This design comes from an exercise in tuning for small area on the open sky130 flow, not from production work. Only simulation tests tie the RTL to the original design; equivalence was not proved. No activity file was given, so power comes from the tool's default toggle rates.

==> flow/design.v <==
package ncgr_pkg;
  localparam int WINDOW_POSITIONS = 36;
  localparam int LABEL_BITS       = 20;
  typedef enum logic [1:0] {
    ST_IDLE,    
    ST_WAIT,    
    ST_COMP,    
    ST_RES      
  } state_t;
endpackage
import ncgr_pkg::*;
module neighborhood_crowding_growth_rate_unit (
  input  logic                   clk,
  input  logic                   rst,
  input  logic                   cfg_we,
  input  logic [2:0]             cfg_index,
  input  logic [19:0]            cfg_data,
  input  logic                   item_valid,
  output logic                   item_ready,
  input  logic [19:0]            item_density_code,
  input  logic [19:0]            item_occupant_label,
  input  logic [1:0]             item_position_stage,
  input  logic [1:0]             item_center_type,
  input  logic signed [23:0]     item_inherent_rate,
  input  logic                   item_last_position,
  output logic                   result_valid,
  input  logic                   result_ready,
  output logic signed [31:0]     result_adjusted_rate,
  output logic [5:0]             result_r_neighbors,
  output logic [6:0]             result_k_neighbors,
  output logic [6:0]             result_total_neighbors
);
  logic [19:0] group_a;
  logic [19:1] group_b;
  logic [14:0] r_limit;
  logic [14:0] k_limit;
  logic [15:0] alpha;
  logic [15:0] beta;
  logic [15:0] cap_r;
  logic [15:0] cap_k;
  logic [19:0] cfg_wd;
  logic [7:0]  cfg_ld;
  assign cfg_wd = rst ? 20'd256 : cfg_data;
  always_comb begin
    for (int k = 0; k < 8; k++) cfg_ld[k] = rst || (cfg_we && cfg_index == 3'(k));
  end
  always_ff @(posedge clk) begin
    if (cfg_ld[0]) group_a <= cfg_wd[19:0] & {11'h7FF, ~rst, 8'hFF};
    if (cfg_ld[1]) group_b <= cfg_wd[19:1] & {11'h7FF, ~rst, 7'h7F};
    if (cfg_ld[2]) r_limit <= cfg_wd[14:0] & {6'h3F, ~rst, 8'hFF};
    if (cfg_ld[3]) k_limit <= cfg_wd[14:0] & {6'h3F, ~rst, 8'hFF};
    if (cfg_ld[4]) alpha   <= cfg_wd[15:0] & {7'h7F, ~rst, 8'hFF};
    if (cfg_ld[5]) beta    <= cfg_wd[15:0] & {7'h7F, ~rst, 8'hFF};
    if (cfg_ld[6]) cap_r   <= cfg_wd[15:0];
    if (cfg_ld[7]) cap_k   <= cfg_wd[15:0];
  end
  ncgr_pkg::state_t state;
  logic       half;
  logic [5:0] low6;
  logic [5:0] low6_inc;
  always_comb begin
    logic c;
    c = 1'b1;
    for (int i = 0; i < 6; i++) begin
      low6_inc[i] = low6[i] ^ c;
      c           = low6[i] & c;
    end
  end
  logic ring_empty;
  always_ff @(posedge clk) begin
    if (rst) begin
      half <= 1'b0;
      low6 <= '0;
    end else if (cfg_we && ring_empty) begin
      half <= 1'b0;
      low6 <= 6'd14;
    end else if (low6 == 6'd35) begin
      half <= ~half;
      low6 <= '0;
    end else begin
      low6 <= low6_inc;
    end
  end
  logic [LABEL_BITS-1:0] ring [72];
  logic                  insert;
  logic                  ring_alu;
  logic [15:0]           ring_wd;
  always_ff @(posedge clk) begin
    for (int i = 0; i < 71; i++) ring[i] <= ring[i+1];
    ring[71][19:16] <= insert ? item_occupant_label[19:16] : ring[0][19:16];
    ring[71][15:0]  <= insert ? item_occupant_label[15:0] : ring_alu ? ring_wd : ring[0][15:0];
  end
  logic [5:0] r_cnt;
  logic [5:0] k_cnt;
  logic [5:0] s2_cnt;
  logic [6:0] kc;
  logic [6:0] n;
  always_comb begin
    logic c;
    c = 1'b0;
    for (int i = 0; i < 6; i++) begin
      kc[i] = k_cnt[i] ^ s2_cnt[i] ^ c;
      c     = (k_cnt[i] & s2_cnt[i]) | (c & (k_cnt[i] ^ s2_cnt[i]));
    end
    kc[6] = c;
    c = 1'b0;
    for (int i = 0; i < 6; i++) begin
      n[i] = r_cnt[i] ^ kc[i] ^ c;
      c    = (r_cnt[i] & kc[i]) | (c & (r_cnt[i] ^ kc[i]));
    end
    n[6] = kc[6] ^ c;
  end
  logic        sel_q;
  logic        sel_ok;
  logic        pend;
  logic        d_i;
  logic        a_i;
  logic        b_i;
  logic        t_s;
  logic        ev_start;
  logic        d1;
  logic        a1;
  logic        t_c;
  logic        gt_h;
  logic        gt_a;
  logic        gt_t;
  logic        d_nz;
  logic [19:0] b_vec;
  assign b_vec    = {group_b, 1'b0};
  assign d_i      = low6 < 6'd20 && item_density_code[low6[4:0]];
  assign a_i      = low6 < 6'd20 && group_a[low6[4:0]];
  assign b_i      = low6 < 6'd20 && b_vec[low6[4:0]];
  assign t_s      = a1 ^ b_i ^ t_c;
  assign ev_start = low6 == 6'd0;
  always_ff @(posedge clk) begin
    d1   <= d_i;
    a1   <= a_i;
    t_c  <= !ev_start && ((a1 & b_i) | (t_c & (a1 ^ b_i)));
    gt_a <= (d_i ^ a_i) ? d_i : (!ev_start && gt_a);
    gt_h <= !ev_start && ((d1 ^ a_i) ? d1 : gt_h);
    gt_t <= !ev_start && ((d1 ^ t_s) ? d1 : gt_t);
    d_nz <= d_i || (!ev_start && d_nz);
  end
  logic       [5:0] cnt;
  logic       [5:0] cnt_inc;
  logic             in_sel;
  logic             skip;
  logic             at_start;
  logic             armed;
  logic             found;
  logic             armed_eff;
  logic             match;
  logic             decide;
  logic             lab_zero;
  logic [1:0]       ctype_q;
  logic             s2_add;
  logic       [5:0] s2_inc;
  assign cnt = sel_q ? r_cnt : k_cnt;
  assign ring_empty = state == ST_IDLE && r_cnt == '0 && k_cnt == '0;
  always_comb begin
    logic c;
    c = 1'b1;
    for (int i = 0; i < 6; i++) begin
      cnt_inc[i] = cnt[i] ^ c;
      c          = cnt[i] & c;
    end
    c = 1'b1;
    for (int i = 0; i < 6; i++) begin
      s2_inc[i] = s2_cnt[i] ^ c;
      c         = s2_cnt[i] & c;
    end
  end
  assign in_sel    = half == ~sel_q;
  assign lab_zero  = item_occupant_label == '0;
  assign skip      = lab_zero || cnt == 6'd36;
  assign at_start  = sel_ok && in_sel && low6 == 6'd0;
  assign armed_eff = armed || at_start;
  assign match     = in_sel && low6 < cnt && ring[0] == item_occupant_label;
  assign decide    = state == ST_IDLE && item_valid &&
                     sel_ok && (skip || (armed_eff && in_sel && low6 == cnt));
  assign insert    = decide && !skip && !(found && !at_start);
  assign s2_add    = item_position_stage == 2'd2 && s2_cnt != 6'd36;
  always_ff @(posedge clk) begin
    ctype_q <= item_center_type;
    if (low6 == 6'd21) sel_q <= (d_nz && !gt_h) || (gt_a && (t_c || !gt_t));
    if (rst || decide) begin
      pend   <= 1'b0;
      sel_ok <= 1'b0;
    end else begin
      if (ev_start)      pend   <= state == ST_IDLE && item_valid;
      if (low6 == 6'd21) sel_ok <= pend;
    end
  end
  always_ff @(posedge clk) begin
    if (rst || state != ST_IDLE || !item_valid || decide || !sel_ok) begin
      armed <= 1'b0;
      found <= 1'b0;
    end else begin
      armed <= armed_eff;
      found <= at_start ? match : (found || match);
    end
  end
  always_ff @(posedge clk) begin
    if (rst || (state == ST_RES && result_ready)) begin
      r_cnt  <= '0;
      k_cnt  <= '0;
      s2_cnt <= '0;
    end else if (decide) begin
      if (insert && sel_q)  r_cnt <= cnt_inc;
      if (insert && !sel_q) k_cnt <= cnt_inc;
      if (s2_add)           s2_cnt <= s2_inc;
    end
  end
  logic        sel1;
  logic [14:0] lim;
  logic [15:0] mult;
  logic [6:0]  kbits;
  logic [15:0] cap;
  logic [15:0] capx;
  logic        n_ge_lim;
  logic        crowded;
  logic        sgn;
  logic        cpl;
  assign sel1  = ctype_q[0];
  assign lim   = sel1 ? r_limit : k_limit;
  assign mult  = sel1 ? alpha : beta;
  assign kbits = sel1 ? kc : {1'b0, r_cnt};
  assign cap   = sel1 ? cap_r : cap_k;
  assign capx  = {cap[15:1], cap[0] | (cap == '0)};
  assign sgn   = item_inherent_rate[23];
  assign cpl   = ~sgn;
  always_comb begin
    logic c;
    c = ~|lim[7:0];
    for (int i = 0; i < 7; i++)
      c = (n[i] ^ lim[8+i]) ? n[i] : c;
    n_ge_lim = c;
  end
  assign crowded = (ctype_q[0] ^ ctype_q[1]) && n_ge_lim;
  logic [6:0]  rev;         
  logic [6:0]  rev_inc;
  logic        comp;
  logic        wslot;       
  logic        rslot;       
  logic [1:0]  wi;
  logic        r_cp;
  logic        r_clr;
  logic        r_mul;
  logic        r_div;
  logic        r_fin;
  logic        mul_b;       
  logic        c_q;         
  logic        s_q;         
  logic        q_q;         
  logic [15:0] w;
  logic [15:0] a_in;
  logic [15:0] opw;
  logic        cin0;
  logic        ci;
  logic [15:0] sum;
  logic        co;
  logic [16:0] t;
  logic        ge;
  logic [15:0] r_new;
  logic [31:0] out;
  logic        sat;
  logic        pos;
  always_comb begin
    logic c;
    c = 1'b1;
    for (int i = 0; i < 7; i++) begin
      rev_inc[i] = rev[i] ^ c;
      c          = rev[i] & c;
    end
  end
  assign comp  = state == ST_COMP;
  assign wi    = low6[1:0];
  assign wslot = comp && !half && low6 < 6'd3;
  assign rslot = comp && !half && low6 == 6'd3;
  assign r_cp  = rev < 7'd10;
  assign r_clr = rev == 7'd0;
  assign r_mul = rev >= 7'd34 && rev < 7'd58;
  assign r_div = rev >= 7'd58 && rev < 7'd106;
  assign r_fin = rev == 7'd106;
  assign w     = ring[0][15:0];
  always_comb begin
    opw  = '0;
    cin0 = 1'b0;
    if (r_cp && crowded && wi == 2'd0) begin
      if (rev == 7'd0) opw = {9'b0, n};
      if (rev >= 7'd2 && rev <= 7'd8 && kbits[3'd0 - rev[2:0]]) opw = mult;
      if (rev == 7'd9) begin
        opw  = {~lim, 1'b1};
        cin0 = 1'b1;
      end
    end
    if (r_cp && crowded && wi == 2'd1 && rev == 7'd9) opw = 16'h00FF;
    if (r_mul && mul_b) begin
      if (wi == 2'd0) opw = item_inherent_rate[15:0] ^ {16{sgn}};
      if (wi == 2'd1) opw = {8'b0, item_inherent_rate[23:16] ^ {8{sgn}}};
      cin0 = sgn;
    end
    if (rslot) begin
      opw  = ~capx;
      cin0 = 1'b1;
    end
    if (r_fin) begin
      if (wi == 2'd0) opw = item_inherent_rate[15:0];
      if (wi == 2'd1) opw = {{8{sgn}}, item_inherent_rate[23:16]};
      if (wi == 2'd2) opw = {16{sgn}};
      cin0 = cpl;
    end
  end
  assign a_in = r_clr ? 16'b0 : {w[14:0], wi == 2'd0 ? ((r_div || r_fin) && q_q) : s_q};
  assign ci   = wi == 2'd0 || wi == 2'd3 ? cin0 : c_q;
  always_comb begin
    logic c;
    c = ci;
    for (int i = 0; i < 16; i++) begin
      sum[i] = a_in[i] ^ opw[i] ^ c;
      c      = (a_in[i] & opw[i]) | (c & (a_in[i] ^ opw[i]));
    end
    co = c;
  end
  assign t  = {w, s_q};
  assign ge = t[16] || co;
  assign r_new = !r_div ? 16'b0 : ge ? sum : t[15:0];
  always_ff @(posedge clk) begin
    if (wslot) begin
      c_q <= co;
      s_q <= w[15];
    end
    if (wslot && wi == 2'd2) mul_b <= w[14];
    if (!r_div)     q_q <= 1'b0;
    else if (rslot) q_q <= ge ^ cpl;
    if (wslot && r_fin && wi == 2'd0) out[15:0]  <= sum;
    if (wslot && r_fin && wi == 2'd1) out[31:16] <= sum;
    if (wslot && r_fin && wi == 2'd2) begin
      sat <= !(&{sum, out[31]} || !(|{sum, out[31]}));
      pos <= cpl;
    end
    if (!comp)                            rev <= '0;
    else if (half && low6 == 6'd35)       rev <= rev_inc;
  end
  assign ring_alu = wslot || rslot;
  assign ring_wd  = rslot ? r_new : sum;
  logic fin_acc;
  assign fin_acc = wslot && r_fin && wi == 2'd2;
  always_ff @(posedge clk) begin
    if (rst) begin
      state <= ST_IDLE;
    end else begin
      unique case (state)
        ST_IDLE: if (decide && item_last_position) state <= ST_WAIT;
        ST_WAIT: if (half && low6 == 6'd35) state <= ST_COMP;
        ST_COMP: if (fin_acc) state <= ST_RES;
        ST_RES:  if (result_ready) state <= ST_IDLE;
        default: state <= ST_IDLE;
      endcase
    end
  end
  assign item_ready = (decide && !item_last_position) || fin_acc;
  assign result_valid           = state == ST_RES;
  assign result_adjusted_rate   = sat ? {pos, {31{~pos}}} : out;
  assign result_r_neighbors     = r_cnt;
  assign result_k_neighbors     = kc;
  assign result_total_neighbors = n;
endmodule
==> flow/flow/run.sh <==
#!/bin/bash
# The standard ORFS layout (the standard.sh, unchanged synthesis), with two settings passed
# to make: port buffers use the smallest buffer cell, and the clock tree is built from
# clkbuf_16 sink clusters without dummy loads. make's full output goes to make_finish.log here;
# each ORFS step also keeps its own log under orfs/logs/.
set -euo pipefail
cd "$(dirname "${BASH_SOURCE[0]}")/.."
bash standard.sh \
  BUFFER_PORTS_ARGS="-buffer_cell sky130_fd_sc_hd__buf_1" \
  CTS_ARGS="-sink_clustering_enable -repair_clock_nets -dont_use_dummy_load -sink_clustering_size 24 -sink_clustering_max_diameter 50 -buf_list sky130_fd_sc_hd__clkbuf_16" \
  finish > make_finish.log 2>&1
==> flow/standard.sh <==
#!/bin/bash
# synth_recipe.tcl (not shown) runs the flow's synth.tcl, then flattens the netlist and writes it again
# the make line also repeats each setting of config.mk as NAME=value (left out here)
make -C /OpenROAD-flow-scripts/flow DESIGN_CONFIG=/design/flow/config.mk WORK_HOME=/design/flow/orfs CLKGATE_MAP_FILE= SYNTH_SCRIPT=/design/flow/synth_recipe.tcl "${@:-finish}"
==> flow/config.mk <==
export PLATFORM = sky130hd
export DESIGN_NAME = neighborhood_crowding_growth_rate_unit
export DESIGN_NICKNAME = neighborhood_crowding_growth_rate_unit
export VERILOG_FILES = /design/flow/design.v
export SDC_FILE = /design/flow/constraint.sdc
export NUM_CORES = 4
export LEC_CHECK = 0
export CAP_MARGIN = 20
export CORE_MARGIN = 2
export CORE_UTILIZATION = 72
export PLACE_DENSITY = 0.8
export SLEW_MARGIN = 20
==> flow/constraint.sdc <==
create_clock -name core_clock -period 11.0 [get_ports {clk}]
set_input_delay 2.2000 -clock core_clock [delete_from_list [all_inputs] [get_ports {clk}]]
set_output_delay 2.2000 -clock core_clock [all_outputs]
set_load 0.01 [all_outputs]
==> summary.md, run 1 <==
| Metric | Value |
|---|---|
| Outcome | `complete, but fails checks` |
| SO Faults | `negative setup slack` |
| Leak Pwr | `18.0 nW` |
| Number of flops mapped to enable cells by yosys | `171` |
| Hold Path Sink | `ring[52][17]$_DFF_P_` |
| FMAX | `0.0870 GHz` |
| Max Cap Viol | `0` |
| Final Critical Period | `11.49 ns` |
| CTS tree | `done` |
| Layout Cell Area excl Fill | `45800 um^2` |
| Initial antenna violation count | `27` |
| Final nets | `2975` |
| Finish-stage setup viols | `17` |
| CP Class | `reg -> reg` |
| Synthesized flop and latch total | `1659` |
| Initial Util | `73.2%` |
| Mapped Cells | `2582` |
| RSZ-0062 raised after global routing | `yes` |
| DRT iter0 DRCs | `3110` |
| Clk Latency, worst-skew pair | `0.71 ns` |
| Slowest cell on crit path | `fa_1` |
| Period utilisation layout | `104%` |
| Reg-to-Reg Start | `k_cnt[0]$_SDFFE_PP0P_` |
| RD Place Congestion | `0.900` |
| Drt total wl | `117000 um` |
| Global-route wire length before repair | `161000 um` |
| # port buffers | `150` |
| Total number of vias | `22400` |
| Area contributors post-synth | `dfxtp_1 72%, edfxtp_1 12%, fa_1 1.3%` |
| Hold Path Origin | `ring[53][17]$_DFF_P_` |
| Full die area | `59600 um^2` |
| CTS Buf Count | `93` |
| Vias per std cell | `6.24` |
| Clk buf depth | `3` |
| Post-cts hold buffer count | `0` |
| Largest net degree at the start of global routing | `39` |
| Grt ovf | `0` |
| Fraction of layout cells with a size suffix above 1 | `9.74%` |
| Final Max Tran Viols | `0` |
| Synth Flop Type | `dfxtp_1` |
| Critical Path RT | `11.52 ns` |
| Fin. Hold Viols | `0` |
| Worst hold stages | `0` |
| Synth top area share | `71.8%` |
| Htree depth | `3` |
| Clock tree root driver cell | `clkbuf_16` |
| DP Area | `43100 um^2` |
| Startpoint Class | `register` |
| Worst VDD drop | `0.188 mV` |
| R2R depth | `43` |
| Syn nets | `2742` |
| Top cell by count, worst path | `fa_2` |
| HP Class | `reg -> reg` |
| Yosys top cell by area | `dfxtp_1` |
| Synthesized area per cell | `16.1 um^2` |
| Largest stage delay on the critical path | `0.53 ns` |
| Post-layout util | `80.8%` |
| Clk sinks | `1659` |
| I/O Pins | `151` |
| Async set or reset register ratio after synthesis | `0%` |
| Number of global-route vias before repair | `22700` |
| Synth warnings | `2` |
| Width of the die | `244 um` |
| Drt pass-1 iters | `7` |
| Clock transition at path regs | `0.09 ns` |
| Final worst slack | `-0.491 ns` |
| Pwr Density | `216 nW/um^2` |
| Worst slew pin tran | `1.28 ns` |
| Cell row count | `87` |
| Drt drc | `0` |
| WL per Instance | `32.5 um` |
| Reg-to-Reg End | `ring[71][14]$_DFF_P_` |
| Sequential area share after synthesis | `84.2%` |
| Crit-path max FO | `8` |
| Crit. End Element | `register` |
| Synth unique cells | `72` |
| Area Growth Syn to Fin | `10.5%` |
| Total GRT Usage | `38.3%` |
| Post-route ant nets | `0` |
| Mapped Area | `41500 um^2` |
| Final Skew | `0.0755 ns` |
| Die Y | `244 um` |
| CP Data Arrival Time | `12.01 ns` |
| Core area | `56700 um^2` |
| FF-to-FF setup slack | `-0.49 ns` |
| DP HPWL | `60000 um` |
| Worst relative slew slack | `14.3%` |
-- timing repair --
action                     CTS  global route
setup endpoints to repair   21            17
gates resized for setup     41            23
pin swaps                   25            16
hold endpoints to repair     0             0
gates cloned                 1             0
buffers inserted             7             6
-- area by class of cell --
class,instances,area (um^2)
Multi-Input combinational cell,769,6260
Inverter,89,334
Clock buffer,93,2330
Antenna cell,20,50.0
Timing Repair Buffer,203,986
Fill cell,2496,10900
Tap cell,756,946
Sequential cell,1659,34900
-- report_power, final --
group / internal [mW] / switching [mW] / total (mW)
Combinational: 0.0801 / 0.169 / 0.249
Sequential: 6.16 / 0.0453 / 6.21
Clock: 1.51 / 1.94 / 3.44
Total: 7.75 / 2.15 / 9.90
-- per-layer routing --
layer | vias to the layer above | GRT usage (%) | routed length [um] | share of wire (%)
met4 | 12 | 25.3 | 10500 | 9.0
met1 | 10700 | 43.8 | 38900 | 33
li1 | 9061 | - | - | -
met5 | - | 1.23 | 188 | 0.16
met3 | 730 | 13.4 | 12800 | 11
met2 | 1891 | 61.0 | 54300 | 47
-- cells in the final DEF (no fill, tap or decap), types with 5 or more instances in the layout --
cell / count
a2bb2oi_2: 7
ha_1: 35
buf_4: 49
xnor2_1: 21
nor3_1: 10
nand2b_1: 13
buf_1: 149
a211oi_1: 9
inv_2: 10
o211ai_1: 12
nor2b_1: 32
mux4_2: 17
a22oi_2: 15
nor4_1: 27
mux2_2: 22
a21oi_1: 42
o22ai_1: 15
edfxtp_1: 171
nand2_1: 48
or3_1: 6
nand3_1: 25
o21ai_0: 65
inv_1: 78
nor2_1: 78
a2bb2oi_1: 8
clkbuf_16: 93
a21boi_0: 5
and2_1: 20
a31oi_1: 12
diode_2: 20
fa_2: 23
mux2i_1: 52
xor2_1: 35
a221oi_1: 21
nand4_1: 9
dfxtp_1: 1485
-- cell families (layout without fill, tap and decap cells) --
family	after synthesis	in the layout	synth area share (%)
buf+inv	155	385	1.49
xor+xnor	57	57	1.20
compound gates	259	259	4.22
other cells	0	20	0
simple gates	296	297	3.72
fa+ha+maj	65	65	2.44
flops	1659	1659	84.2
mux	91	91	2.77
-- worst max path at each step --
stage | endpoint | startpoint | depth (start not counted) | slack [ns]
3_5_place_dp | sat$_DFFE_PP_ | s2_cnt[0]$_SDFFE_PP0P_ | 39 | -0.31
6_report | ring[71][14]$_DFF_P_ | k_cnt[0]$_SDFFE_PP0P_ | 43 | -0.49
4_1_cts | sat$_DFFE_PP_ | k_cnt[0]$_SDFFE_PP0P_ | 41 | 0.05
5_1_grt | ring[71][14]$_DFF_P_ | k_cnt[0]$_SDFFE_PP0P_ | 45 | -0.63
2_1_floorplan | ring[71][13]$_DFF_P_ | k_cnt[0]$_SDFFE_PP0P_ | 41 | 0.004
3_3_place_gp | sat$_DFFE_PP_ | k_cnt[0]$_SDFFE_PP0P_ | 39 | -0.14
-- flip-flops by register name (all words and copies together) (netlist names), 2 cells and up --
name     cells
ring      1440
out         32
group_a     20
group_b     19
alpha       16
beta        16
cap_k       16
cap_r       16
k_limit     15
r_limit     15
rev          7
k_cnt        6
low6         6
r_cnt        6
s2_cnt       6
ctype_q      2
state        2
-- Yosys cell counts (11+ instances only) --
library cell     n
nand2b_1        13
xnor2_1         22
a21oi_1         43
nor4_1          31
mux2i_1         52
a31oi_1         12
a22oi_1         19
nor3_1          11
clkbuf_1        44
inv_1           87
a2bb2oi_1       15
nand3_1         25
xor2_1          35
mux2_2          22
nor2b_1         32
ha_1            36
o21ai_0         65
dfxtp_1       1488
fa_1            27
o211ai_1        12
and2_1          20
o22ai_1         16
a221oi_1        21
edfxtp_1       171
mux4_2          17
nor2_1          79
buf_1           11
nand2_1         48
-- critical path: cells and delay by family, from the launching register on --
kind / cells / cell delay, ns
buffers and inverters: 8 / 0.75
xor gates and xnor gates: 1 / 0.18
adders and majority gates: 23 / 7.99
DFF: 1 / 0.39
and+or+nand+nor: 2 / 0.27
AOI/OAI and AO/OA: 9 / 1.78
-- stage by stage --
step	total power, mW	hold WS (ns)	cells	setup WS [ns]	setup TNS, ns
4_1_cts	9.80	0.280	3563	0.0453	0
3_3_place_gp	6.52	0.310	3462	-0.144	-1.57
3_5_place_dp	6.55	0.312	3462	-0.306	-4.55
5_1_grt	10.1	0.276	3574	-0.628	-9.23
6_report	9.90	0.280	3589	-0.491	-6.23
2_1_floorplan	6.44	0.310	2582	0.00413	0
==> inputs of run 2 (changes only) <==
--- a/flow/flow/run.sh
+++ b/flow/flow/run.sh
@@ -7,5 +7,5 @@
 cd "$(dirname "${BASH_SOURCE[0]}")/.."
 bash standard.sh \
   BUFFER_PORTS_ARGS="-buffer_cell sky130_fd_sc_hd__buf_1" \
-  CTS_ARGS="-sink_clustering_enable -repair_clock_nets -dont_use_dummy_load -sink_clustering_size 24 -sink_clustering_max_diameter 50 -buf_list sky130_fd_sc_hd__clkbuf_16" \
+  CTS_ARGS="-sink_clustering_enable -repair_clock_nets -dont_use_dummy_load -sink_clustering_size 30 -sink_clustering_max_diameter 60 -buf_list sky130_fd_sc_hd__clkbuf_16" \
   finish > make_finish.log 2>&1
==> run 2 against run 1 <==
The layout still fails its checks (negative setup slack). Power is 5.6% lower. Sequential share of layout area is 1.2 points higher. Critical path type unchanged. Critical path depth is 1 lower. Clock skew is 0.024 ns higher. Utilization is 1.3 points lower. Clock-buffer cell count is 24 lower. First-iteration DRC count is 14% lower. Final cell count is 1.0% lower. Largest power group unchanged. Maximum frequency is 2.0% higher. Highest routed layer unchanged.
==> summary.md, run 2 <==
| Metric | Value |
|---|---|
| Outcome | `complete, but fails checks` |
| SO Faults | `negative setup slack` |
| Slowest cell on crit path | `fa_1` |
| Core area | `56700 um^2 (unchanged)` |
| Post-layout util | `79.5% (-1.3 points)` |
| Worst slew pin tran | `1.04 ns (-0.236 ns)` |
| Most frequent cells in the layout | `1485 x dfxtp_1, 171 x edfxtp_1, 149 x buf_1` |
| Drt pass-1 iters | `8 (+1)` |
| Post-route ant nets | `0 (unchanged)` |
| Grt ovf | `0 (unchanged)` |
| Clk Latency, worst-skew pair | `0.66 ns (-0.05 ns)` |
| Non-Filler Instances | `3553 (-1.0%)` |
| Pwr Density | `207 nW/um^2 (-4.1%)` |
| Placed Cells | `3462 (unchanged)` |
| Area Growth Syn to Fin | `8.71%` |
| Syn nets | `2742 (unchanged)` |
| WHS | `0.268 ns (-0.0129 ns)` |
| Critical Path RT | `11.52 ns (about the same)` |
| DRT iter0 DRCs | `2662 (-14%)` |
| Mapped Cells | `2582 (unchanged)` |
| Finish-stage setup viols | `16 (-1)` |
| Fraction of layout cells with a size suffix above 1 | `8.44% (-1.3 points)` |
| Clock tree root driver cell | `clkbuf_16` |
| Global-route wire length before repair | `144000 um (-10%)` |
| Width of the die | `244 um (unchanged)` |
| Leak Pwr | `17.6 nW (-1.8%)` |
| RSZ-0062 raised after global routing | `yes` |
| Synthesized flop and latch total | `1659 (unchanged)` |
| I/O Pins | `151 (unchanged)` |
| Largest net degree at the start of global routing | `39 (unchanged)` |
| Final Critical Period | `11.27 ns (-0.220 ns)` |
| Htree depth | `3 (unchanged)` |
| Startpoint Class | `register` |
| Clock transition at path regs | `0.12 ns (+0.03 ns)` |
| Final worst slack | `-0.270 ns (+0.220 ns)` |
| Drt drc | `0 (unchanged)` |
| Clk buf depth | `3 (unchanged)` |
| Drt total wl | `104000 um (-10%)` |
| Synthesized area per cell | `16.1 um^2 (unchanged)` |
| Max Cap Viol | `0 (unchanged)` |
| FMAX | `0.0887 GHz (+2.0%)` |
| Full die area | `59600 um^2 (unchanged)` |
| Yosys top cell by area | `dfxtp_1` |
| Total GRT Usage | `33.7% (-4.6 points)` |
| Largest registers in the final layout | `ring (1440), out (32), group_a (20)` |
| DP HPWL | `60000 um (unchanged)` |
| Synth top area share | `71.8% (unchanged)` |
| Synth unique cells | `72 (unchanged)` |
| Synth Flop Type | `dfxtp_1` |
| WL per Instance | `29.4 um (-9.6%)` |
| Mapped Area | `41500 um^2 (unchanged)` |
| Fill cells | `2621 (+5.0%)` |
| Post-cts hold buffer count | `0 (unchanged)` |
| Crit. End Element | `register` |
| CTS Buf Count | `69 (-26%)` |
| Top reg by flops | `ring` |
| Commonest non-fill, non-tap cell in the layout | `dfxtp_1` |
| CP Class | `reg -> reg` |
| Number of global-route vias before repair | `21600 (-4.6%)` |
| Sequential Area | `34900 um^2 (about the same)` |
| Final Max Tran Viols | `0 (unchanged)` |
| Layout Cell Area excl Fill | `45100 um^2 (-1.6%)` |
| Worst VDD drop | `0.184 mV (-1.8%)` |
| Synth warnings | `2 (unchanged)` |
| Total number of vias | `21500 (-4.1%)` |
| Crit-path max FO | `8 (unchanged)` |
| Async set or reset register ratio after synthesis | `0% (unchanged)` |
| Top-count cell post-synth | `dfxtp_1` |
| Final Skew | `0.0997 ns (+0.0242 ns)` |
| Vias per std cell | `6.04 (-3.2%)` |
| Area contributors post-synth | `dfxtp_1 72%, edfxtp_1 12%, fa_1 1.3%` |
| Die Y | `244 um (unchanged)` |
| Initial Util | `73.2% (unchanged)` |
| Final nets | `2946 (-0.97%)` |
| HP Class | `reg -> reg` |
| CTS tree | `done` |
| RD Place Congestion | `0.900 (unchanged)` |
| Fin. Hold Viols | `0 (unchanged)` |
| Area of the multi-input gates | `6200 um^2 (-1.0%)` |
| Period utilisation layout | `102% (-2.0 points)` |
| Max reg flops | `1440 (unchanged)` |
| Sequential area share after synthesis | `84.2% (unchanged)` |
| CP Data Arrival Time | `11.79 ns (-0.22 ns)` |
| # port buffers | `150 (unchanged)` |
| Largest stage delay on the critical path | `0.53 ns (about the same)` |
| Number of flops mapped to enable cells by yosys | `171 (unchanged)` |
| DP Area | `43100 um^2 (unchanged)` |
| Worst relative slew slack | `30.6% (+16 points)` |
| Top cell by count, worst path | `fa_2` |
| Post-synth top cells | `1488 x dfxtp_1, 171 x edfxtp_1, 87 x inv_1` |
| Initial antenna violation count | `23 (-15%)` |
| Clk sinks | `1659 (unchanged)` |
| Cell row count | `87 (unchanged)` |
-- run 2: cell counts after synthesis --
Identical to the previous run, type by type.
-- run 2: metal layers --
metal	GRT usage [%]	vias to the layer above	part of all wire, %
met3	7.67	546	10
met1	41.5	10300	35
met2	55.5	1599	48
met5	0	-	0.11
li1	-	8976	-
met4	18.9	16	7.2
-- run 2: cell type report --
cell class                      instances  share of cell area [%]
Sequential cell                      1659                    77.4
Timing Repair Buffer                  198                    2.10
Inverter                               89                   0.741
Antenna cell                           13                  0.0721
Clock buffer                           69                    3.83
Tap cell                              756                    2.10
Multi-Input combinational cell        769                    13.7
-- run 2: cell families after synthesis --
family,Yosys count,synth area share [%]
flip-flops,1659,84.2
AND/OR/NAND/NOR,296,3.72
AO/OA/AOI/OAI,259,4.22
buffers and inverters,155,1.49
multiplexers,91,2.77
adder cells (fa/ha/maj),65,2.44
XOR/XNOR,57,1.20
-- run 2: per-stage QoR --
stage | total power [mW] | setup WS [ns] | TNS, ns
finish | 9.35 | -0.270 | -1.82
global placement | 6.52 | -0.144 | -1.57
detailed placement | 6.55 | -0.306 | -4.55
CTS | 9.31 | -0.000248 | -0.000248
floorplan | 6.44 | 0.00413 | 0
global route | 9.54 | -0.439 | -5.22
-- run 2: timing repair --
item,in CTS,in global routing
buffers inserted,5,3
setup endpoints to repair,18,17
resized for setup,15,36
pin swaps,15,25
cloned,1,0
-- run 2: worst paths after layout --
check                         from  slack, ns                   to  depth (start not counted)
max          k_cnt[0]$_SDFFE_PP0P_      -0.27  ring[71][9]$_DFF_P_                         42
min            ring[1][14]$_DFF_P_       0.27  ring[0][14]$_DFF_P_                          0
max reg2reg  k_cnt[0]$_SDFFE_PP0P_      -0.27  ring[71][9]$_DFF_P_                         42
min reg2reg    ring[1][14]$_DFF_P_       0.27  ring[0][14]$_DFF_P_                          0
-- run 2: power by group --
part | leakage (nW) | switching (mW) | internal (mW)
sequential | 13.6 | 0.0396 | 6.17
clock | 0.850 | 1.76 | 1.14
combinational | 3.14 | 0.163 | 0.0799
total | 17.6 | 1.96 | 7.38
-- run 2: critical path: cells and delay by family, from the launching register on --
family / cells / cell delay [ns]
AO/OA/AOI/OAI: 9 / 1.88
XOR/XNOR: 1 / 0.19
adder cells (fa/ha/maj): 23 / 7.92
buffers and inverters: 7 / 0.54
flip-flops: 1 / 0.37
AND/OR/NAND/NOR: 2 / 0.26
==> inputs of run 3 (changes only) <==
--- a/flow/design.v
+++ b/flow/design.v
@@ -183,7 +183,7 @@
   always_ff @(posedge clk) begin
     ctype_q <= item_center_type;
     if (low6 == 6'd21) sel_q <= (d_nz && !gt_h) || (gt_a && (t_c || !gt_t));
-    if (rst || decide) begin
+    if (rst || decide || cfg_we) begin
       pend   <= 1'b0;
       sel_ok <= 1'b0;
     end else begin
@@ -237,6 +237,8 @@
     n_ge_lim = c;
   end
   assign crowded = (ctype_q[0] ^ ctype_q[1]) && n_ge_lim;
+  logic crowded_q;
+  always_ff @(posedge clk) crowded_q <= crowded;
   logic [6:0]  rev;         
   logic [6:0]  rev_inc;
   logic        comp;
@@ -265,6 +267,8 @@
   logic [31:0] out;
   logic        sat;
   logic        pos;
+  logic kb_q;
+  always_ff @(posedge clk) kb_q <= kbits[~rev[2:0]];
   always_comb begin
     logic c;
     c = 1'b1;
@@ -286,15 +290,14 @@
   always_comb begin
     opw  = '0;
     cin0 = 1'b0;
-    if (r_cp && crowded && wi == 2'd0) begin
-      if (rev == 7'd0) opw = {9'b0, n};
-      if (rev >= 7'd2 && rev <= 7'd8 && kbits[3'd0 - rev[2:0]]) opw = mult;
+    if (r_cp && crowded_q && wi == 2'd0) begin
+      if (rev >= 7'd2 && rev <= 7'd8 && kb_q) opw = mult;
       if (rev == 7'd9) begin
         opw  = {~lim, 1'b1};
         cin0 = 1'b1;
       end
     end
-    if (r_cp && crowded && wi == 2'd1 && rev == 7'd9) opw = 16'h00FF;
+    if (r_cp && crowded_q && wi == 2'd1 && rev == 7'd9) opw = 16'h00FF;
     if (r_mul && mul_b) begin
       if (wi == 2'd0) opw = item_inherent_rate[15:0] ^ {16{sgn}};
       if (wi == 2'd1) opw = {8'b0, item_inherent_rate[23:16] ^ {8{sgn}}};
@@ -311,7 +314,7 @@
       cin0 = cpl;
     end
   end
-  assign a_in = r_clr ? 16'b0 : {w[14:0], wi == 2'd0 ? ((r_div || r_fin) && q_q) : s_q};
+  assign a_in = {w[14:0], wi == 2'd0 ? ((r_div || r_fin) && q_q) : s_q};
   assign ci   = wi == 2'd0 || wi == 2'd3 ? cin0 : c_q;
   always_comb begin
     logic c;
@@ -343,7 +346,8 @@
     else if (half && low6 == 6'd35)       rev <= rev_inc;
   end
   assign ring_alu = wslot || rslot;
-  assign ring_wd  = rslot ? r_new : sum;
+  assign ring_wd  = rslot ? r_new :
+                    r_clr ? {9'b0, n & {7{crowded_q && wi == 2'd0}}} : sum;
   logic fin_acc;
   assign fin_acc = wslot && r_fin && wi == 2'd2;
   always_ff @(posedge clk) begin
--- a/flow/flow/run.sh
+++ b/flow/flow/run.sh
@@ -7,5 +7,5 @@
 cd "$(dirname "${BASH_SOURCE[0]}")/.."
 bash standard.sh \
   BUFFER_PORTS_ARGS="-buffer_cell sky130_fd_sc_hd__buf_1" \
-  CTS_ARGS="-sink_clustering_enable -repair_clock_nets -dont_use_dummy_load -sink_clustering_size 30 -sink_clustering_max_diameter 60 -buf_list sky130_fd_sc_hd__clkbuf_16" \
+  CTS_ARGS="-sink_clustering_enable -repair_clock_nets -dont_use_dummy_load -sink_clustering_size 24 -sink_clustering_max_diameter 50 -buf_list sky130_fd_sc_hd__clkbuf_16" \
   finish > make_finish.log 2>&1
==> run 3 against run 2 <==
Still fails the layout checks on negative setup slack. Worst setup slack better by 0.14 ns. Critical path depth fell by 11. Global-route usage up 2.2 points. Maximum frequency up 1.2%. Flip-flop and latch count rose by 2. Clock power rose by 19%. Worst hold slack better by 0.014 ns. Sequential power hardly changed. Largest power group unchanged.
==> summary.md, run 3 <==
| Metric | Value |
|---|---|
| FMAX | `0.0898 GHz (+1.2%)` |
| Post-synth top cells | `1490 x dfxtp_1, 171 x edfxtp_1, 81 x nand2_1` |
| Leak Pwr | `17.7 nW (+0.28%)` |
| HP Class | `reg -> reg` |
| Sequential area share after synthesis | `83.9% (-0.22 points)` |
| Flop pwr share | `62.9% (-3.5 points)` |
| Internal power | `7.81 mW (+5.8%)` |
| Period utilisation layout | `101% (-1.2 points)` |
| Mapped Cells | `2607 (+0.97%)` |
| Outcome | `complete, but fails checks` |
| Synth unique cells | `72 (unchanged)` |
| WL per Instance | `29.6 um (+0.80%)` |
| Drt drc | `0 (unchanged)` |
| Slowest cell on crit path | `fa_1` |
| Final Critical Period | `11.13 ns (-0.137 ns)` |
| Width of the die | `245 um (+0.18%)` |
| RD Place Congestion | `0.869 (-3.4%)` |
| Top-count cell post-synth | `dfxtp_1` |
| Sw Ratio | `20.7% (-0.25 points)` |
| # port buffers | `150 (unchanged)` |
| Yosys top cell by area | `dfxtp_1` |
| Area contributors post-synth | `dfxtp_1 72%, edfxtp_1 12%, fa_1 1.3%` |
| Initial antenna violation count | `12 (-48%)` |
| Number of global-route vias before repair | `23100 (+6.8%)` |
| Final Max Tran Viols | `0 (unchanged)` |
| Mapped Area | `41700 um^2 (+0.38%)` |
| Synthesized flop and latch total | `1661 (+0.12%)` |
| Top cell by count, worst path | `fa_1` |
| Final worst slack | `-0.133 ns (+0.137 ns)` |
| Critical Path RT | `11.46 ns (-0.06 ns)` |
| Fin. Hold Viols | `0 (unchanged)` |
| Vias per std cell | `6.11 (+1.2%)` |
| Area of the multi-input gates | `6290 um^2 (+1.5%)` |
| Core area | `57500 um^2 (+1.3%)` |
| Async set or reset register ratio after synthesis | `0% (unchanged)` |
| Syn nets | `2767 (+0.91%)` |
| Post-route ant nets | `0 (unchanged)` |
| Top reg by flops | `ring` |
| DRT iter0 DRCs | `2767 (+3.9%)` |
| DP HPWL | `62600 um (+4.3%)` |
| CP Data Arrival Time | `11.60 ns (-0.19 ns)` |
| Crit. End Element | `register` |
| Synth top area share | `71.6% (-0.17 points)` |
| Fraction of layout cells with a size suffix above 1 | `7.07% (-1.4 points)` |
| Max Cap Viol | `0 (unchanged)` |
| Htree depth | `3 (unchanged)` |
| Worst VDD drop | `0.187 mV (+1.5%)` |
| Largest net degree at the start of global routing | `37 (-5.1%)` |
| Crit-path max FO | `8 (unchanged)` |
| Clk network pwr share | `34.9% (+3.9 points)` |
| Net Sw Power | `2.04 mW (+4.2%)` |
| Finish-stage setup viols | `9 (-7)` |
| Most frequent cells in the layout | `1489 x dfxtp_1, 171 x edfxtp_1, 149 x buf_1` |
| Number of flops mapped to enable cells by yosys | `171 (unchanged)` |
| Initial Util | `72.5% (-0.70 points)` |
| Sequential Area | `35000 um^2 (+0.11%)` |
| Commonest non-fill, non-tap cell in the layout | `dfxtp_1` |
| Dpl ws | `-0.416 ns (-0.110 ns)` |
| Synthesized area per cell | `16.0 um^2 (-0.59%)` |
| Die Y | `245 um (+0.18%)` |
| Worst slew pin tran | `1.22 ns (+0.181 ns)` |
| Area Growth Syn to Fin | `9.63%` |
| Clk Latency, worst-skew pair | `0.69 ns (+0.03 ns)` |
| Max reg flops | `1440 (unchanged)` |
| Final nets | `2975 (+0.98%)` |
| Synth warnings | `2 (unchanged)` |
| Total GRT Usage | `35.9% (+2.2 points)` |
| SO Faults | `negative setup slack` |
| CTS Buf Count | `97 (+41%)` |
| Fill cells | `2664 (+1.6%)` |
| Total number of vias | `21900 (+2.2%)` |
| Global-route wire length before repair | `153000 um (+6.0%)` |
| Synth Flop Type | `dfxtp_1` |
| Startpoint Class | `input port` |
| Clk sinks | `1661 (+0.12%)` |
| Power Total | `9.86 mW (+5.5%)` |
| Layout Cell Area excl Fill | `45700 um^2 (+1.2%)` |
| Worst relative slew slack | `18.1% (-13 points)` |
| Power share of the combinational group | `2.2% (-0.4 points)` |
| Clock transition at path regs | `0.09 ns (-0.03 ns)` |
| Cell row count | `88 (+1.1%)` |
| Largest stage delay on the critical path | `0.55 ns (+0.02 ns)` |
| Full die area | `59800 um^2 (+0.37%)` |
| Clock tree root driver cell | `clkbuf_16` |
| I/O Pins | `151 (unchanged)` |
| CP Class | `in -> reg` |
| Final Skew | `0.0922 ns (-0.00756 ns)` |
| Clk buf depth | `3 (unchanged)` |
| Drt total wl | `106000 um (+1.8%)` |
| CTS tree | `done` |
| Grt ovf | `0 (unchanged)` |
| Largest registers in the final layout | `ring (1440), out (32), group_a (20)` |
| Pwr Density | `216 nW/um^2 (+4.2%)` |
| DP Area | `43100 um^2 (about the same)` |
| Drt pass-1 iters | `6 (-2)` |
==> run 3: path summary, 6_finish.rpt <==
check	slack, ns	to	cells past startpoint	start
max	-0.13	ring[71][14]$_DFF_P_	31	item_inherent_rate[23]
min	0.28	ring[70][13]$_DFF_P_	0	ring[71][13]$_DFF_P_
max reg2reg	0.05	ring[71][14]$_DFF_P_	33	state[0]$_SDFFE_PP0P_
min reg2reg	0.28	ring[70][13]$_DFF_P_	0	ring[71][13]$_DFF_P_
==> run 3: final cells by class <==
class	instances	share of cell area, %
Timing Repair Buffer	177	1.70
Antenna cell	10	0.0548
Inverter	61	0.501
Tap cell	765	2.10
Multi-Input combinational cell	817	13.8
Clock buffer	97	5.32
Sequential cell	1661	76.6
==> run 3: critical path, delay by kind of cell <==
| family | cells | cell delay [ns] |
|---|---|---|
| compound gates | 7 | 1.58 |
| xor+xnor | 1 | 0.18 |
| buf+inv | 5 | 0.57 |
| fa+ha+maj | 16 | 6.74 |
| simple gates | 2 | 0.30 |
==> run 3: repair_timing <==
action	CTS	global route
buffers inserted	0	2
pin swaps	0	3
hold buffers	0	0
endpoints found under the setup margin	4	16
gates resized for setup	1	22
==> run 3: layer usage <==
metal	vias up	global-route usage [%]	routed length (um)
met5	-	2.04	207
met3	685	12.0	11900
met4	14	22.7	8680
met2	1727	58.1	50200
met1	10400	41.2	35400
li1	9112	-	-
==> run 3: kinds of logic after synthesis <==
logic type                 after synthesis  synth area share, %
DFF                                   1661                 83.9
and+or+nand+nor                        329                 4.05
AOI/OAI and AO/OA                      279                 4.52
buffers and inverters                  129                 1.22
muxes                                   87                 2.64
adders and majority gates               67                 2.48
xor gates and xnor gates                55                 1.16
==> run 3: power groups by stage <==
stage	Combinational, mW	Clock, mW	Sequential (mW)
finish	0.216	3.44	6.21
global route	0.224	3.64	6.21
CTS	0.207	3.44	6.20
detailed placement	0.196	0	6.34
global placement	0.191	0	6.34
floorplan	0.123	0	6.33
==> run 3: through the flow <==
stage          instances  utilization (%)  hold WS (ns)  TNS [ns]
3_3_place_gp        3478             74.9         0.310         0
5_1_grt             3580             79.4         0.268     -2.39
4_1_cts             3575             79.2         0.275         0
2_1_floorplan       2607                -         0.310         0
3_5_place_dp        3478             74.9         0.312     -3.88
6_report            3588             79.4         0.282    -0.536
==> inputs of run 4 (changes only) <==
--- a/flow/design.v
+++ b/flow/design.v
@@ -220,6 +220,7 @@
   logic        n_ge_lim;
   logic        crowded;
   logic        sgn;
+  logic [23:0] rate_q;      
   logic        cpl;
   assign sel1  = ctype_q[0];
   assign lim   = sel1 ? r_limit : k_limit;
@@ -227,7 +228,7 @@
   assign kbits = sel1 ? kc : {1'b0, r_cnt};
   assign cap   = sel1 ? cap_r : cap_k;
   assign capx  = {cap[15:1], cap[0] | (cap == '0)};
-  assign sgn   = item_inherent_rate[23];
+  assign sgn   = rate_q[23];
   assign cpl   = ~sgn;
   always_comb begin
     logic c;
@@ -239,6 +240,7 @@
   assign crowded = (ctype_q[0] ^ ctype_q[1]) && n_ge_lim;
   logic crowded_q;
   always_ff @(posedge clk) crowded_q <= crowded;
+  always_ff @(posedge clk) rate_q    <= item_inherent_rate;
   logic [6:0]  rev;         
   logic [6:0]  rev_inc;
   logic        comp;
@@ -299,8 +301,8 @@
     end
     if (r_cp && crowded_q && wi == 2'd1 && rev == 7'd9) opw = 16'h00FF;
     if (r_mul && mul_b) begin
-      if (wi == 2'd0) opw = item_inherent_rate[15:0] ^ {16{sgn}};
-      if (wi == 2'd1) opw = {8'b0, item_inherent_rate[23:16] ^ {8{sgn}}};
+      if (wi == 2'd0) opw = rate_q[15:0] ^ {16{sgn}};
+      if (wi == 2'd1) opw = {8'b0, rate_q[23:16] ^ {8{sgn}}};
       cin0 = sgn;
     end
     if (rslot) begin
@@ -308,8 +310,8 @@
       cin0 = 1'b1;
     end
     if (r_fin) begin
-      if (wi == 2'd0) opw = item_inherent_rate[15:0];
-      if (wi == 2'd1) opw = {{8{sgn}}, item_inherent_rate[23:16]};
+      if (wi == 2'd0) opw = rate_q[15:0];
+      if (wi == 2'd1) opw = {{8{sgn}}, rate_q[23:16]};
       if (wi == 2'd2) opw = {16{sgn}};
       cin0 = cpl;
     end
==> run 4 against run 3 <==
The layout still fails its checks (negative setup slack). Worst hold slack got worse by 0.012 ns. Utilization barely moved. Clock power fell by 1%. Via count fell by 2.1%. Combinational power fell by 7%. Routed wire length fell by 4.0%. Synthesized cell count rose by 0.92%. Clock-buffer cell count fell by 4. Final cell count rose by 0.25%. Final area rose by 0.57%. Critical endpoint is now ring[71][5]$_DFF_P_.
==> summary.md, run 4 <==
| Metric | Value |
|---|---|
| Largest registers in the final layout | `ring (1440), out (32), rate_q (24)` |
| Vias per std cell | `5.97 (-2.3%)` |
| Post-route ant nets | `0 (unchanged)` |
| Final worst slack | `-0.0985 ns (+0.0349 ns)` |
| Width of the die | `246 um (+0.57%)` |
| Drt drc | `0 (unchanged)` |
| Top cell by count, worst path | `fa_1` |
| Synthesized flop and latch total | `1685 (+1.4%)` |
| Worst VDD drop | `0.185 mV (-1.3%)` |
| Fin. Hold Viols | `0 (unchanged)` |
| Drt pass-1 iters | `10 (+4)` |
| Outcome | `complete, but fails checks` |
| # port buffers | `150 (unchanged)` |
| Initial antenna violation count | `16 (+4)` |
| Synth Flop Type | `dfxtp_1` |
| Startpoint Class | `register` |
| Clk buf depth | `3 (unchanged)` |
| Top reg by flops | `ring` |
| Area of the multi-input gates | `6240 um^2 (-0.80%)` |
| Yosys top cell by area | `dfxtp_1` |
| Htree depth | `3 (unchanged)` |
| Max Cap Viol | `0 (unchanged)` |
| Worst relative slew slack | `26.2% (+8.2 points)` |
| Worst slew pin tran | `1.10 ns (-0.124 ns)` |
| Total number of vias | `21500 (-2.1%)` |
| Sequential Area | `35400 um^2 (+1.4%)` |
| Clock tree root driver cell | `clkbuf_16` |
| Number of global-route vias before repair | `22600 (-2.2%)` |
| SO Faults | `negative setup slack` |
| Core area | `57800 um^2 (+0.57%)` |
| Post-synth top cells | `1514 x dfxtp_1, 171 x edfxtp_1, 81 x nand2_1` |
| Final Critical Period | `11.10 ns (-0.0349 ns)` |
| Synth warnings | `2 (unchanged)` |
| Power Total | `9.88 mW (+0.27%)` |
| Hold Path Origin | `ring[2][17]$_DFF_P_` |
| Synthesized area per cell | `16.0 um^2 (+0.23%)` |
| Mapped Area | `42100 um^2 (+1.2%)` |
| Reg-to-Reg Start | `low6[1]$_SDFF_PP0_` |
| DP HPWL | `58000 um (-7.4%)` |
| Hold Path Sink | `ring[1][17]$_DFF_P_` |
| Placed Cells | `3495 (+0.49%)` |
| Area contributors post-synth | `dfxtp_1 72%, edfxtp_1 12%, fa_1 1.3%` |
| Fill cells | `2709 (+1.7%)` |
| WL per Instance | `28.4 um (-4.2%)` |
| Worst hold stages | `0 (unchanged)` |
| Top-count cell post-synth | `dfxtp_1` |
| Full die area | `60500 um^2 (+1.1%)` |
| Pwr Density | `215 nW/um^2 (-0.30%)` |
| Setup TNS | `-0.0985 ns (+0.437 ns)` |
| I/O Pins | `151 (unchanged)` |
| Largest net degree at the start of global routing | `37 (unchanged)` |
| Layout Cell Area excl Fill | `45900 um^2 (+0.57%)` |
| Synth unique cells | `72 (unchanged)` |
| Crit-path max FO | `17 (+9)` |
| Die Y | `246 um (+0.57%)` |
| WHS | `0.269 ns (-0.0122 ns)` |
| Final Max Tran Viols | `0 (unchanged)` |
| Cell row count | `88 (unchanged)` |
| Slowest cell on crit path | `o31ai_1` |
| Most frequent cells in the layout | `1513 x dfxtp_1, 171 x edfxtp_1, 149 x buf_1` |
| Leak Pwr | `17.8 nW (+0.42%)` |
| Clk Latency, worst-skew pair | `0.68 ns (about the same)` |
| Total GRT Usage | `35.1% (-0.85 points)` |
| Fraction of layout cells with a size suffix above 1 | `6.34% (-0.74 points)` |
| Max reg flops | `1440 (unchanged)` |
| DP Area | `43500 um^2 (+0.99%)` |
| Clk sinks | `1685 (+1.4%)` |
| FMAX | `0.0901 GHz (+0.31%)` |
| Final Skew | `0.0890 ns (-0.00311 ns)` |
| Finish-stage setup viols | `1 (-8)` |
| Critical Path RT | `11.45 ns (about the same)` |
| DRT iter0 DRCs | `2678 (-3.2%)` |
| CP Data Arrival Time | `11.55 ns (-0.05 ns)` |
| RD Place Congestion | `0.868 (-0.22%)` |
| Grt ovf | `0 (unchanged)` |
| CTS tree | `done` |
| Largest stage delay on the critical path | `0.65 ns (+0.10 ns)` |
| CP Class | `reg -> reg` |
| Syn nets | `2791 (+0.87%)` |
| Area Growth Syn to Fin | `9.00%` |
| Synth top area share | `71.9% (+0.32 points)` |
| Drt total wl | `102000 um (-4.0%)` |
| Post-cts hold buffer count | `0 (unchanged)` |
| HP Class | `reg -> reg` |
| Mapped Cells | `2631 (+0.92%)` |
| FF-to-FF setup slack | `-0.1 ns (-0.15 ns)` |
| Async set or reset register ratio after synthesis | `0% (unchanged)` |
| Period utilisation layout | `101% (-0.32 points)` |
| Clock transition at path regs | `0.09 ns (about the same)` |
| Global-route wire length before repair | `151000 um (-1.5%)` |
| Post-layout util | `79.4% (about the same)` |
| Sequential area share after synthesis | `84.1% (+0.18 points)` |
| Final nets | `2986 (+0.37%)` |
| Initial Util | `72.9% (+0.42 points)` |
| Dpl ws | `0.800 ns (+1.22 ns)` |
| CTS Buf Count | `93 (-4.1%)` |
| Reg-to-Reg End | `ring[71][5]$_DFF_P_` |
| R2R depth | `36 (+9.1%)` |
| Crit. End Element | `register` |
| Number of flops mapped to enable cells by yosys | `171 (unchanged)` |
| Non-Filler Instances | `3597 (+0.25%)` |
| Commonest non-fill, non-tap cell in the layout | `dfxtp_1` |
## run 4: cell count changes in the layout (fill, tap and decap cells not counted), sizes merged
cell	delta
inv	-1
clkinvlp	+1
clkbuf	-5
buf	-8
diode	-2
dfxtp	+24
## run 4: how the worst max path moves through the flow
stage          slack [ns]                    to  cells after the start               start
2_1_floorplan        1.22  ring[71][14]$_DFF_P_                     36  low6[0]$_SDFF_PP0_
3_3_place_gp         1.30  ring[71][12]$_DFF_P_                     35  low6[1]$_SDFF_PP0_
3_5_place_dp         0.80   ring[71][8]$_DFF_P_                     35  low6[1]$_SDFF_PP0_
4_1_cts              0.40  ring[71][11]$_DFF_P_                     35  low6[1]$_SDFF_PP0_
5_1_grt             -0.34   ring[71][5]$_DFF_P_                     36  low6[1]$_SDFF_PP0_
6_report             -0.1   ring[71][5]$_DFF_P_                     36  low6[1]$_SDFF_PP0_
## run 4: cell type report
| type | count | share of cell area (%) |
|---|---|---|
| Sequential cell | 1685 | 77.2 |
| Clock buffer | 93 | 5.07 |
| Tap cell | 765 | 2.08 |
| Inverter | 61 | 0.507 |
| Multi-Input combinational cell | 817 | 13.6 |
| Timing Repair Buffer | 168 | 1.54 |
| Antenna cell | 8 | 0.0436 |
## run 4: logic make-up (layout without fill, tap and decap cells)
logic type / count (synthesis) / count (layout) / synth area share [%]
and+or+nand+nor: 329 / 329 / 4.00
buffers and inverters: 129 / 322 / 1.21
xor gates and xnor gates: 55 / 55 / 1.14
muxes: 87 / 87 / 2.61
other: 0 / 8 / 0
DFF: 1685 / 1685 / 84.1
AOI/OAI and AO/OA: 279 / 279 / 4.47
adders and majority gates: 67 / 67 / 2.45
## run 4: routing by layer
layer	up-vias	share of wire [%]	global-route usage [%]
met4	20	7.2	20.7
met2	1400	47	55.8
met5	-	0.17	0.572
met3	544	9.4	10.8
li1	9179	-	-
met1	10300	36	42.4
## run 4: repair_timing
action / CTS / global route
endpoints found under the setup margin: 0 / 15
buffers inserted: 0 / 0
gates resized for setup: 0 / 8
## run 4: critical path, delay by kind of cell, from the launching register on
kind	cells	cell delay [ns]
adders and majority gates	17	6.85
muxes	1	0.12
DFF	1	0.37
and+or+nand+nor	5	0.86
AOI/OAI and AO/OA	4	1.20
buffers and inverters	9	1.48
## run 4: power breakdown
| group | internal (mW) | switching [mW] |
|---|---|---|
| Combinational | 0.0733 | 0.127 |
| Clock | 1.51 | 1.88 |
| Sequential | 6.26 | 0.0335 |
| Total | 7.84 | 2.04 |
==> inputs of run 5 (changes only) <==
--- a/flow/config.mk
+++ b/flow/config.mk
@@ -9,4 +9,5 @@
 export CORE_MARGIN = 2
 export CORE_UTILIZATION = 72
 export PLACE_DENSITY = 0.8
+export SETUP_SLACK_MARGIN = 0.4
 export SLEW_MARGIN = 20
==> run 5 against run 4 <==
The run now finishes clean. Utilization grew 0.21 points. Synthesized cell count unchanged. Sequential power is essentially flat. Critical path depth decreased by 1. Final cell count barely moved. Flip-flop and latch count unchanged. Global-route usage is the same. Clock power about the same. Largest power group unchanged.
==> summary.md, run 5 <==
| Metric | Value |
|---|---|
| Post-route ant nets | `0 (unchanged)` |
| Initial Util | `72.9% (unchanged)` |
| Crit. End Element | `register` |
| RD Place Congestion | `0.868 (unchanged)` |
| Grt peak-use layer | `met2` |
| Syn nets | `2791 (unchanged)` |
| Clock transition at path regs | `0.10 ns (about the same)` |
| Synthesized flop and latch total | `1685 (unchanged)` |
| Non-Filler Instances | `3599 (+0.056%)` |
| Top cell by count, worst path | `fa_1` |
| Met3 GRT Util | `10.8% (unchanged)` |
| Hold Path Origin | `ring[2][17]$_DFF_P_` |
| Worst relative slew slack | `21.5% (-4.8 points)` |
| Clk Latency, worst-skew pair | `0.68 ns (about the same)` |
| Sequential area share after synthesis | `84.1% (unchanged)` |
| Max Cap Viol | `0 (unchanged)` |
| Vias per std cell | `6.00 (+0.51%)` |
| Reg-to-Reg Start | `low6[1]$_SDFF_PP0_` |
| Worst VDD drop | `0.185 mV (about the same)` |
| Slowest cell on crit path | `o31ai_1` |
| Total number of vias | `21600 (+0.56%)` |
| M1 GR Usage | `42.4% (unchanged)` |
| Synth unique cells | `72 (unchanged)` |
| Mapped Area | `42100 um^2 (unchanged)` |
| Area Growth Syn to Fin | `9.29%` |
| HP Class | `reg -> reg` |
| Core area | `57800 um^2 (unchanged)` |
| DRT iter0 DRCs | `3003 (+12%)` |
| Synth Flop Type | `dfxtp_1` |
| Number of global-route vias before repair | `22600 (unchanged)` |
| Number of flops mapped to enable cells by yosys | `171 (unchanged)` |
| FF-to-FF setup slack | `0.29 ns (+0.39 ns)` |
| Met2 Resource Use GR | `55.8% (unchanged)` |
| Post-cts hold buffer count | `0 (unchanged)` |
| CP Class | `reg -> reg` |
| Final Max Tran Viols | `0 (unchanged)` |
| Final nets | `2988 (+0.067%)` |
| Fraction of layout cells with a size suffix above 1 | `6.97% (+0.63 points)` |
| Pwr Density | `215 nW/um^2 (-0.13%)` |
| Htree depth | `3 (unchanged)` |
| CTS tree | `done` |
| Async set or reset register ratio after synthesis | `0% (unchanged)` |
| CTS Buf Count | `93 (unchanged)` |
| FMAX | `0.0934 GHz (+3.6%)` |
| Period utilisation layout | `97.4% (-3.5 points)` |
| Worst slew pin tran | `1.17 ns (+0.0709 ns)` |
| Clk buf depth | `3 (unchanged)` |
| Fin. Hold Viols | `0 (unchanged)` |
| Largest stage delay on the critical path | `0.50 ns (-0.15 ns)` |
| # port buffers | `150 (unchanged)` |
| Drt total wl | `104000 um (+1.8%)` |
| Top reg by flops | `ring` |
| Yosys top cell by area | `dfxtp_1` |
| I/O Pins | `151 (unchanged)` |
| Max reg flops | `1440 (unchanged)` |
| Clock tree root driver cell | `clkbuf_16` |
| Most frequent cells in the layout | `1513 x dfxtp_1, 171 x edfxtp_1, 149 x buf_1` |
| Startpoint Class | `register` |
| Commonest non-fill, non-tap cell in the layout | `dfxtp_1` |
| Synthesized area per cell | `16.0 um^2 (unchanged)` |
| Global-route wire length before repair | `151000 um (unchanged)` |
| Cell row count | `88 (unchanged)` |
| DP HPWL | `58000 um (unchanged)` |
| RSZ-0062 raised after global routing | `no` |
| WL per Instance | `28.9 um (+1.8%)` |
| Largest net degree at the start of global routing | `37 (unchanged)` |
| Post-layout util | `79.7% (+0.21 points)` |
| Outcome | `complete, no violations` |
| Area contributors post-synth | `dfxtp_1 72%, edfxtp_1 12%, fa_1 1.3%` |
| Clk sinks | `1685 (unchanged)` |
| Final worst slack | `0.291 ns (+0.389 ns)` |
| Crit-path max FO | `17 (unchanged)` |
| Worst hold stages | `0 (unchanged)` |
| Hold Path Sink | `ring[1][17]$_DFF_P_` |
| Final Skew | `0.0959 ns (+0.00686 ns)` |
| Grt ovf | `0 (unchanged)` |
| Mapped Cells | `2631 (unchanged)` |
| Width of the die | `246 um (unchanged)` |
| Setup TNS | `0 ns (+0.0985 ns)` |
| Full die area | `60500 um^2 (unchanged)` |
| Post-synth top cells | `1514 x dfxtp_1, 171 x edfxtp_1, 81 x nand2_1` |
| CP Data Arrival Time | `11.23 ns (-0.32 ns)` |
| Placed Cells | `3495 (unchanged)` |
| Synth top area share | `71.9% (unchanged)` |
| Reg-to-Reg End | `ring[71][8]$_DFF_P_` |
| Largest registers in the final layout | `ring (1440), out (32), rate_q (24)` |
| Dpl ws | `0.800 ns (unchanged)` |
| Top-count cell post-synth | `dfxtp_1` |
| Drt drc | `0 (unchanged)` |
| Finish-stage setup viols | `0 (-1)` |
| Total GRT Usage | `35.1% (unchanged)` |
| Die Y | `246 um (unchanged)` |
| Critical Path RT | `11.52 ns (+0.07 ns)` |
| Leak Pwr | `17.8 nW (+0.12%)` |
| Final Critical Period | `10.71 ns (-0.389 ns)` |
| Initial antenna violation count | `17 (+1)` |
| Synth warnings | `2 (unchanged)` |
| Drt pass-1 iters | `10 (unchanged)` |
| R2R depth | `35 (-2.8%)` |
-- run 5: cell count changes in the layout (fill, tap and decap cells not counted), sizes merged --
| cell | before | now |
|---|---|---|
| buf | 167 | 169 |
-- run 5: per-layer routing --
metal | share of wire, % | routed length, um | vias to the layer above
li1 | - | - | 9165
met1 | 36 | 37500 | 10400
met2 | 47 | 48500 | 1451
met3 | 9.5 | 9920 | 585
met4 | 7.6 | 7960 | 20
met5 | 0.17 | 175 | -
-- run 5: kinds of logic (layout without fill, tap and decap cells) --
family	after synthesis	after routing	synth area share (%)
flops	1685	1685	84.1
simple gates	329	329	4.00
compound gates	279	279	4.47
buf+inv	129	324	1.21
mux	87	87	2.61
fa+ha+maj	67	67	2.45
xor+xnor	55	55	1.14
other cells	0	8	0
-- run 5: layout make-up --
type                       count  area (um^2)
antenna                        8         20.0
clock buffer                  93         2330
fill                        2694        11800
inverter                      61          233
multi-input combinational    817         6330
sequential                  1685        35400
tap                          765          957
timing repair buffer         170          733
-- run 5: worst max-delay path by stage --
stage	startpoint	endpoint	slack (ns)
floorplan	low6[0]$_SDFF_PP0_	ring[71][14]$_DFF_P_	1.22
global placement	low6[1]$_SDFF_PP0_	ring[71][12]$_DFF_P_	1.30
detailed placement	low6[1]$_SDFF_PP0_	ring[71][8]$_DFF_P_	0.80
CTS	low6[1]$_SDFF_PP0_	ring[71][11]$_DFF_P_	0.40
global route	low6[1]$_SDFF_PP0_	ring[71][5]$_DFF_P_	0.12
finish	low6[1]$_SDFF_PP0_	ring[71][8]$_DFF_P_	0.29
-- run 5: repair_timing --
action,in CTS,in global routing
setup endpoints to repair,0,18
setup buffers,0,2
gates resized for setup,0,30
-- run 5: report_power, final --
part	internal, mW	switching (mW)	leakage, nW
clock network	1.51	1.89	1.15
registers	6.26	0.0337	13.9
logic	0.0741	0.128	2.77
-- run 5: worst max-delay path: cells and delay by family, from the launching register on --
family                     cells  cell delay (ns)
AOI/OAI and AO/OA              5             1.15
adders and majority gates     17             6.89
buffers and inverters          9             1.31
and+or+nand+nor                4             0.80
DFF                            1             0.38
-- run 5: per-stage QoR --
step	power [mW]	cell area, um^2	hold slack, ns
after floorplan	6.54	42100	0.310
after global placement	6.62	43500	0.310
after detailed placement	6.63	43500	0.312
after CTS	9.89	45800	0.267
after global routing	10.1	46000	0.273
final	9.90	46000	0.272
==> inputs of run 6 (changes only) <==
--- a/flow/flow/run.sh
+++ b/flow/flow/run.sh
@@ -7,5 +7,5 @@
 cd "$(dirname "${BASH_SOURCE[0]}")/.."
 bash standard.sh \
   BUFFER_PORTS_ARGS="-buffer_cell sky130_fd_sc_hd__buf_1" \
-  CTS_ARGS="-sink_clustering_enable -repair_clock_nets -dont_use_dummy_load -sink_clustering_size 24 -sink_clustering_max_diameter 50 -buf_list sky130_fd_sc_hd__clkbuf_16" \
+  CTS_ARGS="-sink_clustering_enable -repair_clock_nets -dont_use_dummy_load -sink_clustering_size 27 -sink_clustering_max_diameter 55 -buf_list sky130_fd_sc_hd__clkbuf_16" \
   finish > make_finish.log 2>&1
==> run 6 against run 5 <==
Still clean. Worst hold slack improved by 0.0049 ns. Final area decreased by 0.72%. Global-route usage decreased by 1.3 points. First-iteration DRC count decreased by 14%. Critical path type unchanged. Critical endpoint unchanged. Highest routed layer unchanged.
==> summary.md, run 6 <==
| Metric | Value |
|---|---|
| Fill cells | `2760 (+2.4%)` |
| Drt pass-1 iters | `6 (-4)` |
| Synthesized flop and latch total | `1685 (unchanged)` |
| Fin. Hold Viols | `0 (unchanged)` |
| Initial antenna violation count | `13 (-4)` |
| Top cell by count, worst path | `fa_1` |
| Number of global-route vias before repair | `22400 (-1.1%)` |
| WL per Instance | `28.2 um (-2.4%)` |
| Period utilisation layout | `96.6% (-0.78 points)` |
| Worst VDD drop | `0.187 mV (+1.4%)` |
| FMAX | `0.0941 GHz (+0.81%)` |
| Synthesized area per cell | `16.0 um^2 (unchanged)` |
| Drt drc | `0 (unchanged)` |
| Reg-to-Reg End | `ring[71][8]$_DFF_P_` |
| Largest net degree at the start of global routing | `37 (unchanged)` |
| DRT iter0 DRCs | `2587 (-14%)` |
| RSZ-0062 raised after global routing | `no` |
| DP HPWL | `58000 um (unchanged)` |
| Final Skew | `0.0981 ns (+0.00215 ns)` |
| Synth top area share | `71.9% (unchanged)` |
| Worst hold stages | `0 (unchanged)` |
| Hold Path Origin | `ring[66][2]$_DFF_P_` |
| Power Total | `9.63 mW (-2.7%)` |
| Area Growth Syn to Fin | `8.50%` |
| Sequential area share after synthesis | `84.1% (unchanged)` |
| Final Max Tran Viols | `0 (unchanged)` |
| Clock tree root driver cell | `clkbuf_16` |
| Total GRT Usage | `33.8% (-1.3 points)` |
| Outcome | `complete, no violations` |
| Slowest cell on crit path | `fa_1` |
| Hold Path Sink | `ring[65][2]$_DFF_P_` |
| Worst relative slew slack | `21.7% (+0.28 points)` |
| Yosys top cell by area | `dfxtp_1` |
| Crit. End Element | `register` |
## run 6: changes by cell type in the layout (fill, tap and decap cells not counted), moves of 2 or more
cell       change
nor3_2         -3
a221oi_1       +2
clkbuf_16     -13
buf_4          +5
mux2i_1        +2
nor3_1         +2
## run 6: logic make-up (layout without fill, tap and decap cells)
group,Yosys count,count (layout),share of synthesized area (%)
flops,1685,1685,84.1
simple gates,329,329,4.00
compound gates,279,279,4.47
buf+inv,129,317,1.21
mux,87,87,2.61
fa+ha+maj,67,67,2.45
xor+xnor,55,55,1.14
other cells,0,8,0
## run 6: layout make-up
cell class / instances / area, um^2 / share of cell area [%]
Antenna cell: 8 / 20.0 / 0.0438
Clock buffer: 80 / 2000 / 4.38
Inverter: 61 / 233 / 0.509
Multi-Input combinational cell: 817 / 6280 / 13.7
Sequential cell: 1685 / 35400 / 77.5
Tap cell: 765 / 957 / 2.09
Timing Repair Buffer: 176 / 778 / 1.70
## run 6: how the worst max path moves through the flow
stage                  startpoint              endpoint
2_1_floorplan  low6[0]$_SDFF_PP0_  ring[71][14]$_DFF_P_
3_3_place_gp   low6[1]$_SDFF_PP0_  ring[71][12]$_DFF_P_
3_5_place_dp   low6[1]$_SDFF_PP0_   ring[71][8]$_DFF_P_
4_1_cts        low6[1]$_SDFF_PP0_   ring[71][5]$_DFF_P_
5_1_grt        low6[1]$_SDFF_PP0_   ring[71][7]$_DFF_P_
6_report       low6[1]$_SDFF_PP0_   ring[71][8]$_DFF_P_
## run 6: power groups by stage
stage	logic (mW)	registers, mW	clock network, mW
global route	0.214	6.31	3.33
detailed placement	0.189	6.44	0
global placement	0.187	6.43	0
CTS	0.194	6.30	3.14
floorplan	0.122	6.42	0
finish	0.202	6.30	3.13
## run 6: what timing repair did
item / 4_1_cts / 5_1_grt
hold endpoints to repair: 0 / 0
setup endpoints to repair: 5 / 16
buffers inserted: 1 / 6
resized for setup: 5 / 19
pin swaps: 1 / 1
## run 6: routing by layer
layer  share of wire [%]  vias to the layer above  track usage [%]
li1                    -                     9163                -
met1                  37                    10300             41.7
met3                 8.6                      463             8.37
met5               0.089                        -            0.245
met4                 6.8                       14             18.8
met2                  48                     1340             55.0
## run 6: metrics by stage
step | setup slack [ns] | util (%) | std cells
6_report | 0.376 | 79.1 | 3592
5_1_grt | 0.180 | 79.1 | 3586
4_1_cts | 0.391 | 78.8 | 3576
3_5_place_dp | 0.800 | 75.3 | 3495
3_3_place_gp | 1.30 | 75.3 | 3495
2_1_floorplan | 1.22 | - | 2631
## run 6: worst max-delay path, delay by kind of cell, from the launching register on
kind / cells / cell delay, ns
DFF: 1 / 0.34
AOI/OAI and AO/OA: 6 / 1.12
buffers and inverters: 10 / 1.57
and+or+nand+nor: 3 / 0.54
adders and majority gates: 17 / 6.94

Setup slack of run 6, layout unchanged: 0.376 ns with ideal ports, 0.376 ns with driving cells assumed (clock clkbuf_16, inputs buf_2), 0.376 ns with port delays also shifted by the 0.696 ns mid clock arrival.
